From an optimization exercise on the open Yosys and OpenROAD flow, aimed at small area, a short achievable clock period and few clock cycles per item; shortcuts taken in it are not production practice. Function was checked by simulation only, so behaviour that the tests miss may differ from the original.

==> inputs of try-xenon <==
// des_core
module des_core
(
	input  logic        clk,
	input  logic        rst,
	input  logic        i_start,
	input  logic        i_mode,
	input  logic [63:0] i_key,
	input  logic [63:0] i_block,
	output logic        o_valid,
	output logic [63:0] o_block
);
==> module des_core, before the edit <==
module des_core
(
	input  logic        clk,
	input  logic        rst,
	input  logic        i_start,
	input  logic        i_mode,
	input  logic [63:0] i_key,
	input  logic [63:0] i_block,
	output logic        o_valid,
	output logic [63:0] o_block
);
	logic       act;
	logic       vld;
	logic [3:0] cnt;
	logic       mode_q;
	logic       act_next;
	logic       vld_next;
	logic       mode_next;
	logic       one_next;
	logic       sel_l1, sel_l2, sel_r1, sel_r2;
	assign vld_next  = act && !vld && (cnt == 4'd15);
	assign act_next  = act ? !vld : i_start;
	assign mode_next = act ? mode_q : i_mode;
	assign one_next  = !act || (cnt == 4'd6) || (cnt == 4'd13) || (cnt == 4'd14);
	always_ff @(posedge clk or posedge rst)
	begin
		if (rst)
		begin
			act    <= 1'b0;
			vld    <= 1'b0;
			sel_l1 <= 1'b0;
			sel_l2 <= 1'b0;
			sel_r1 <= 1'b0;
			sel_r2 <= 1'b0;
		end
		else
		begin
			act    <= act_next;
			vld    <= vld_next;
			sel_l1 <= act_next && !mode_next && one_next;
			sel_l2 <= act_next && !mode_next && !one_next;
			sel_r1 <= act_next && mode_next && one_next;
			sel_r2 <= act_next && mode_next && !one_next;
		end
	end
	always_ff @(posedge clk)
	begin
		mode_q <= mode_next;
		cnt    <= act ? cnt + 4'd1 : 4'd0;
	end
	logic [55:0] pc1_key;
	logic [55:0] cd;
	logic [55:0] cd_next;
	logic [27:0] c;
	logic [27:0] d;
	logic [47:0] subkey;
	always_comb
	begin
		for (int i = 0; i < 56; i++)
			pc1_key[55 - i] = i_key[64 - des_tables_pkg::PC1_TABLE[7 * (55 - i) +: 7]];
	end
	assign c = cd[55:28];
	assign d = cd[27:0];
	logic s_ld_d, s_ld_e;
	assign s_ld_d = !act && i_mode;
	assign s_ld_e = !act && !i_mode;
	assign cd_next =
		({56{s_ld_d}} & pc1_key) |
		({56{s_ld_e}} & {pc1_key[54:28], pc1_key[55], pc1_key[26:0], pc1_key[27]}) |
		({56{sel_l1}} & {c[26:0], c[27], d[26:0], d[27]}) |
		({56{sel_l2}} & {c[25:0], c[27:26], d[25:0], d[27:26]}) |
		({56{sel_r1}} & {c[0], c[27:1], d[0], d[27:1]}) |
		({56{sel_r2}} & {c[1:0], c[27:2], d[1:0], d[27:2]});
	always_ff @(posedge clk)
		cd <= cd_next;
	always_comb
	begin
		for (int i = 0; i < 48; i++)
			subkey[47 - i] = cd[56 - des_tables_pkg::PC2_TABLE[7 * (47 - i) +: 7]];
	end
	logic [31:0] l_q;
	logic [31:0] r_q;
	logic [31:0] f_out;
	logic [63:0] ip_block;
	logic [63:0] pre;
	logic [63:0] fp_block;
	always_comb
	begin
		for (int i = 0; i < 64; i++)
			ip_block[63 - i] = i_block[64 - des_tables_pkg::IP_TABLE[7 * (63 - i) +: 7]];
	end
	des_feistel u_feistel (
		.i_right  (r_q),
		.i_subkey (subkey),
		.o_f      (f_out)
	);
	always_ff @(posedge clk)
	begin
		if (!act)
		begin
			l_q <= ip_block[63:32];
			r_q <= ip_block[31:0];
		end
		else
		begin
			l_q <= r_q;
			r_q <= l_q ^ f_out;
		end
	end
	assign pre = {r_q, l_q};
	always_comb
	begin
		for (int i = 0; i < 64; i++)
			fp_block[63 - i] = pre[64 - des_tables_pkg::FP_TABLE[7 * (63 - i) +: 7]];
	end
	assign o_valid = vld;
	assign o_block = vld ? fp_block : 64'd0;
endmodule
clock: 4.0 ns
lec_check: 0
cap_margin: 5
core_margin: 2
core_utilization: 40
cts_buf_list: sky130_fd_sc_hd__clkbuf_4 sky130_fd_sc_hd__clkbuf_8
setup_slack_margin: 1.5
slew_margin: 5
standard.sh (not shown) runs the stock make flow with config.mk's settings and CLKGATE_MAP_FILE= SYNTH_SCRIPT=/design/flow/synth_recipe.tcl, a recipe that flattens the netlist after the stock synthesis.
==> flow/flow/run.sh <==
#!/bin/bash
# Own layout flow: the standard ORFS flow with two changes.
#  1. Synthesis: ORFS's synthesis script unchanged, but with an area-oriented ABC
#     script (flow/abc_map.script) and without the half/full-adder extraction.
#     a222oi is not used: its pins are hard to reach for the router.
#  2. Port buffers: buffer_ports uses the smallest buffer (buf_1).
#  3. Clock tree: clkbuf_4/clkbuf_8 only, and no dummy loads.
# Every tool's output goes to the ORFS logs under orfs/logs and to flow_*.log here.
set -euo pipefail
WORK=$(pwd)
R=$WORK/orfs/results/$FLOW_PLATFORM/des_core/base

# private copy of the ORFS scripts folder for synthesis, with our ABC script
rm -rf "$WORK/synth_scripts"
cp -r "$FLOW_HOME/scripts" "$WORK/synth_scripts"
cp "$WORK/flow/abc_map.script" "$WORK/synth_scripts/abc_area.script"
sed -i 's/^set lib_dont_use_args ""$/set lib_dont_use_args "-dont_use sky130_fd_sc_hd__a222oi_1"/' \
	"$WORK/synth_scripts/synth_preamble.tcl"
grep -q 'a222oi' "$WORK/synth_scripts/synth_preamble.tcl"

SCRIPTS_DIR="$WORK/synth_scripts" ABC_AREA=1 ADDER_MAP_FILE= \
	bash standard.sh synth > "$WORK/flow_synth.log" 2>&1

BUFFER_PORTS_ARGS="-buffer_cell sky130_fd_sc_hd__buf_1" \
	CTS_ARGS="-sink_clustering_enable -repair_clock_nets -buf_list {sky130_fd_sc_hd__clkbuf_4 sky130_fd_sc_hd__clkbuf_8} -dont_use_dummy_load" \
	bash standard.sh > "$WORK/flow_layout.log" 2>&1
==> flow/flow/abc_map.script <==
strash; &get -n; &fraig -x; &put; dc2; strash; &get -n; &dch -f; &nf -R 30; &put
==> try-cedar: changes against try-xenon <==
--- a/flow/design.v
+++ b/flow/design.v
@@ -135,44 +135,42 @@
 	output logic        o_valid,
 	output logic [63:0] o_block
 );
-	logic       act;
+	logic       idle;
+	logic       busy;
 	logic       vld;
 	logic [3:0] cnt;
 	logic       mode_q;
-	logic       act_next;
-	logic       vld_next;
-	logic       mode_next;
-	logic       one_next;
-	logic       sel_l1, sel_l2, sel_r1, sel_r2;
-	assign vld_next  = act && !vld && (cnt == 4'd15);
-	assign act_next  = act ? !vld : i_start;
-	assign mode_next = act ? mode_q : i_mode;
-	assign one_next  = !act || (cnt == 4'd6) || (cnt == 4'd13) || (cnt == 4'd14);
+	logic       one;
+	logic       last;
+	assign last = (cnt == 4'd15);
 	always_ff @(posedge clk or posedge rst)
 	begin
 		if (rst)
 		begin
-			act    <= 1'b0;
-			vld    <= 1'b0;
-			sel_l1 <= 1'b0;
-			sel_l2 <= 1'b0;
-			sel_r1 <= 1'b0;
-			sel_r2 <= 1'b0;
+			idle <= 1'b1;
+			busy <= 1'b0;
+			vld  <= 1'b0;
 		end
 		else
 		begin
-			act    <= act_next;
-			vld    <= vld_next;
-			sel_l1 <= act_next && !mode_next && one_next;
-			sel_l2 <= act_next && !mode_next && !one_next;
-			sel_r1 <= act_next && mode_next && one_next;
-			sel_r2 <= act_next && mode_next && !one_next;
+			idle <= (idle && !i_start) || vld;
+			busy <= (idle && i_start) || (busy && !last);
+			vld  <= busy && last;
 		end
 	end
 	always_ff @(posedge clk)
 	begin
-		mode_q <= mode_next;
-		cnt    <= act ? cnt + 4'd1 : 4'd0;
+		if (idle)
+		begin
+			cnt    <= 4'd0;
+			mode_q <= i_mode;
+			one    <= 1'b1;
+		end
+		else
+		begin
+			cnt <= cnt + 4'd1;
+			one <= (cnt == 4'd6) || (cnt == 4'd13) || (cnt == 4'd14);
+		end
 	end
 	logic [55:0] pc1_key;
 	logic [55:0] cd;
@@ -187,16 +185,20 @@
 	end
 	assign c = cd[55:28];
 	assign d = cd[27:0];
-	logic s_ld_d, s_ld_e;
-	assign s_ld_d = !act && i_mode;
-	assign s_ld_e = !act && !i_mode;
+	logic s_ld_d, s_ld_e, s_l1, s_l2, s_r1, s_r2;
+	assign s_ld_d = idle && i_mode;
+	assign s_ld_e = idle && !i_mode;
+	assign s_l1   = !idle && !mode_q && one;
+	assign s_l2   = !idle && !mode_q && !one;
+	assign s_r1   = !idle && mode_q && one;
+	assign s_r2   = !idle && mode_q && !one;
 	assign cd_next =
 		({56{s_ld_d}} & pc1_key) |
 		({56{s_ld_e}} & {pc1_key[54:28], pc1_key[55], pc1_key[26:0], pc1_key[27]}) |
-		({56{sel_l1}} & {c[26:0], c[27], d[26:0], d[27]}) |
-		({56{sel_l2}} & {c[25:0], c[27:26], d[25:0], d[27:26]}) |
-		({56{sel_r1}} & {c[0], c[27:1], d[0], d[27:1]}) |
-		({56{sel_r2}} & {c[1:0], c[27:2], d[1:0], d[27:2]});
+		({56{s_l1}} & {c[26:0], c[27], d[26:0], d[27]}) |
+		({56{s_l2}} & {c[25:0], c[27:26], d[25:0], d[27:26]}) |
+		({56{s_r1}} & {c[0], c[27:1], d[0], d[27:1]}) |
+		({56{s_r2}} & {c[1:0], c[27:2], d[1:0], d[27:2]});
 	always_ff @(posedge clk)
 		cd <= cd_next;
 	always_comb
@@ -222,7 +224,7 @@
 	);
 	always_ff @(posedge clk)
 	begin
-		if (!act)
+		if (idle)
 		begin
 			l_q <= ip_block[63:32];
 			r_q <= ip_block[31:0];
==> flow/flow/abc_map.script (replaced) <==
strash; &get -n; &fraig -x; &put; dc2; strash; &get -n; &dch -f; &nf -R 1000; &put
==> notes <==
Against try-cedar, the fmax of try-xenon is higher by about 1.6%. Die area is about the same in try-xenon and try-cedar. In try-cedar the critical path depth is lower than in try-xenon, by 1. In count of clock-buffer cells in the layout, try-xenon and try-cedar do not differ. Between try-xenon and try-cedar, the lower sequential cell count is in try-cedar (gap 2). Of try-cedar and try-xenon, try-cedar has the higher synthesized cell count (gap about 2.5%, measured against try-xenon). Against try-cedar, the design area of try-xenon is lower by 0.34%.
==> figures <==
item                                                            try-cedar  try-xenon
Post-placement worst setup slack                                  1.22 ns    1.22 ns
Post-Route Utilization                                              49.5%      49.3%
Routed WL                                                        30800 um   29800 um
Non-clock buffering overhead in the final layout                    7.85%      8.16%
R2r worst-path depth                                                    8          9
Status                                           timing/DRC/antenna clean  timing/DRC/antenna clean
Portion of the post-synthesis area used by sequential elements      29.3%      29.8%
Number of global-route vias before repair                            8819       8838
Synth Area in Simple Gates                                          21.5%      19.5%
Minimum setup slack in the final design                           1.54 ns    1.58 ns
Detailed-placement wirelength estimate                           21700 um   21500 um
Hold_ws                                                          0.163 ns   0.191 ns
Reg-to-reg critical path endpoint                                  r_q[4]    r_q[30]
Testbench counts of try-xenon, summed over its fixed seeds: cycles 43,200, items 2,400.
Testbench counts of try-cedar, summed over its fixed seeds: cycles 43,200, items 2,400.


==> 02-26: inputs <==
des_core again, from the RTL that the note above started with.
export LEC_CHECK = 0
export CAP_MARGIN = 20
export CORE_MARGIN = 2
export CORE_UTILIZATION = 45
export CTS_BUF_LIST = sky130_fd_sc_hd__clkbuf_4 sky130_fd_sc_hd__clkbuf_8
export SETUP_SLACK_MARGIN = 1.5
export SLEW_MARGIN = 20
create_clock -name core_clock -period 4.0 [get_ports {clk}]
==> flow/flow/run.sh <==
#!/bin/bash
# Own layout flow: the standard ORFS flow with two changes.
#  1. Synthesis: ORFS's synthesis script unchanged, but with an area-oriented ABC
#     script (flow/abc_map.script) and without the half/full-adder extraction.
#     a222oi is not used: its pins are hard to reach for the router.
#  2. Port buffers: buffer_ports uses the smallest buffer (buf_1).
# Every tool's output goes to the ORFS logs under orfs/logs and to flow_*.log here.
set -euo pipefail
WORK=$(pwd)
R=$WORK/orfs/results/$FLOW_PLATFORM/des_core/base

# private copy of the ORFS scripts folder for synthesis, with our ABC script
rm -rf "$WORK/synth_scripts"
cp -r "$FLOW_HOME/scripts" "$WORK/synth_scripts"
cp "$WORK/flow/abc_map.script" "$WORK/synth_scripts/abc_area.script"
sed -i 's/^set lib_dont_use_args ""$/set lib_dont_use_args "-dont_use sky130_fd_sc_hd__a222oi_1"/' \
	"$WORK/synth_scripts/synth_preamble.tcl"
grep -q 'a222oi' "$WORK/synth_scripts/synth_preamble.tcl"

SCRIPTS_DIR="$WORK/synth_scripts" ABC_AREA=1 ADDER_MAP_FILE= \
	bash standard.sh synth > "$WORK/flow_synth.log" 2>&1

BUFFER_PORTS_ARGS="-buffer_cell sky130_fd_sc_hd__buf_1" \
	bash standard.sh > "$WORK/flow_layout.log" 2>&1
==> flow/flow/abc_map.script <==
strash; &get -n; &fraig -x; &put; dc2; strash; &get -n; &dch -f; &nf -R 1000; &put
==> inputs of 07-17, as changes to 02-26 <==
--- a/flow/design.v
+++ b/flow/design.v
@@ -137,3 +137,4 @@
 );
-	logic       act;
+	logic       idle;
+	logic       busy;
 	logic       vld;
@@ -141,11 +142,5 @@
 	logic       mode_q;
-	logic       act_next;
-	logic       vld_next;
-	logic       mode_next;
-	logic       one_next;
-	logic       sel_l1, sel_l2, sel_r1, sel_r2;
-	assign vld_next  = act && !vld && (cnt == 4'd15);
-	assign act_next  = act ? !vld : i_start;
-	assign mode_next = act ? mode_q : i_mode;
-	assign one_next  = !act || (cnt == 4'd6) || (cnt == 4'd13) || (cnt == 4'd14);
+	logic       one;
+	logic       last;
+	assign last = (cnt == 4'd15);
 	always_ff @(posedge clk or posedge rst)
@@ -154,8 +149,5 @@
 		begin
-			act    <= 1'b0;
-			vld    <= 1'b0;
-			sel_l1 <= 1'b0;
-			sel_l2 <= 1'b0;
-			sel_r1 <= 1'b0;
-			sel_r2 <= 1'b0;
+			idle <= 1'b1;
+			busy <= 1'b0;
+			vld  <= 1'b0;
 		end
@@ -163,8 +155,5 @@
 		begin
-			act    <= act_next;
-			vld    <= vld_next;
-			sel_l1 <= act_next && !mode_next && one_next;
-			sel_l2 <= act_next && !mode_next && !one_next;
-			sel_r1 <= act_next && mode_next && one_next;
-			sel_r2 <= act_next && mode_next && !one_next;
+			idle <= (idle && !i_start) || vld;
+			busy <= (idle && i_start) || (busy && !last);
+			vld  <= busy && last;
 		end
@@ -173,4 +162,13 @@
 	begin
-		mode_q <= mode_next;
-		cnt    <= act ? cnt + 4'd1 : 4'd0;
+		if (idle)
+		begin
+			cnt    <= 4'd0;
+			mode_q <= i_mode;
+			one    <= 1'b1;
+		end
+		else
+		begin
+			cnt <= cnt + 4'd1;
+			one <= (cnt == 4'd6) || (cnt == 4'd13) || (cnt == 4'd14);
+		end
 	end
@@ -189,5 +187,9 @@
 	assign d = cd[27:0];
-	logic s_ld_d, s_ld_e;
-	assign s_ld_d = !act && i_mode;
-	assign s_ld_e = !act && !i_mode;
+	logic s_ld_d, s_ld_e, s_l1, s_l2, s_r1, s_r2;
+	assign s_ld_d = idle && i_mode;
+	assign s_ld_e = idle && !i_mode;
+	assign s_l1   = !idle && !mode_q && one;
+	assign s_l2   = !idle && !mode_q && !one;
+	assign s_r1   = !idle && mode_q && one;
+	assign s_r2   = !idle && mode_q && !one;
 	assign cd_next =
@@ -195,6 +197,6 @@
 		({56{s_ld_e}} & {pc1_key[54:28], pc1_key[55], pc1_key[26:0], pc1_key[27]}) |
-		({56{sel_l1}} & {c[26:0], c[27], d[26:0], d[27]}) |
-		({56{sel_l2}} & {c[25:0], c[27:26], d[25:0], d[27:26]}) |
-		({56{sel_r1}} & {c[0], c[27:1], d[0], d[27:1]}) |
-		({56{sel_r2}} & {c[1:0], c[27:2], d[1:0], d[27:2]});
+		({56{s_l1}} & {c[26:0], c[27], d[26:0], d[27]}) |
+		({56{s_l2}} & {c[25:0], c[27:26], d[25:0], d[27:26]}) |
+		({56{s_r1}} & {c[0], c[27:1], d[0], d[27:1]}) |
+		({56{s_r2}} & {c[1:0], c[27:2], d[1:0], d[27:2]});
 	always_ff @(posedge clk)
@@ -224,3 +226,3 @@
 	begin
-		if (!act)
+		if (idle)
 		begin
--- a/flow/flow/run.sh
+++ b/flow/flow/run.sh
@@ -4,3 +4,2 @@
 #     script (flow/abc_map.script) and without the half/full-adder extraction.
-#     a222oi is not used: its pins are hard to reach for the router.
 #  2. Port buffers: buffer_ports uses the smallest buffer (buf_1).
@@ -15,5 +14,2 @@
 cp "$WORK/flow/abc_map.script" "$WORK/synth_scripts/abc_area.script"
-sed -i 's/^set lib_dont_use_args ""$/set lib_dont_use_args "-dont_use sky130_fd_sc_hd__a222oi_1"/' \
-	"$WORK/synth_scripts/synth_preamble.tcl"
-grep -q 'a222oi' "$WORK/synth_scripts/synth_preamble.tcl"
 
==> flow/flow/abc_map.script (replaced) <==
strash; ifraig; dc2; dch -f; map -a; topo
CORE_UTILIZATION = 55   (was 45)
CTS_BUF_LIST = unset   (was sky130_fd_sc_hd__clkbuf_4 sky130_fd_sc_hd__clkbuf_8)
==> results.txt <==
transition time of the tightest slew-check pin -> 0.765 ns
GR Util met2 -> 0.534
status -> timing/DRC/antenna clean
Post-Synth XOR/XNOR Area -> 0.0434
Critical Path RT -> 4.31 ns
The numbers above come from 07-17.

==> results.txt <==
status -> timing/DRC/antenna clean
GR Util met2 -> 0.441
Post-Synth XOR/XNOR Area -> 0.128
transition time of the tightest slew-check pin -> 0.931 ns
Critical Path RT -> 4.40 ns
The numbers above come from 02-26.

Testbench counts of 02-26, summed over its fixed seeds: cycles 43,200, items 2,400.
Testbench counts of 07-17, summed over its fixed seeds: cycles 43,200, items 2,400.

==> re-timing with driven ports <==
In the flow no input, the clock included, has a driving cell. The finished layouts below were timed again as built, in two steps. Step 1 (the two cells are an assumption about what drives the block):
set clk [get_ports {clk}]
set_driving_cell -lib_cell sky130_fd_sc_hd__clkbuf_16 $clk
set_driving_cell -lib_cell sky130_fd_sc_hd__buf_2 [delete_from_list [all_inputs] $clk]
Step 2 times the ports against the registers' clock, not the clock port: input delays grow and output delays shrink by t, the midpoint of the rising clock arrivals with the driver on. a / b / c = ideal ports / drivers / drivers and shift; a / b = the first two.
run	t (ns)	setup slack, ns	worst hold slack (ns)	clock arrival spread, ns	worst data-port slew with drivers (ns)
try-xenon	0.487	1.580 / 1.580 / 1.580	0.191 / 0.174 / 0.480	0.032 / 0.032	0.06
try-cedar	0.477	1.540 / 1.540 / 1.540	0.163 / 0.143 / 0.491	0.030 / 0.030	0.06
02-26	0.504	1.606 / 1.606 / 1.606	0.175 / 0.152 / 0.485	0.015 / 0.015	0.05
07-17	0.472	1.598 / 1.598 / 1.598	0.187 / 0.160 / 0.454	0.005 / 0.005	0.07
After both steps setup and hold are still met in every run listed.
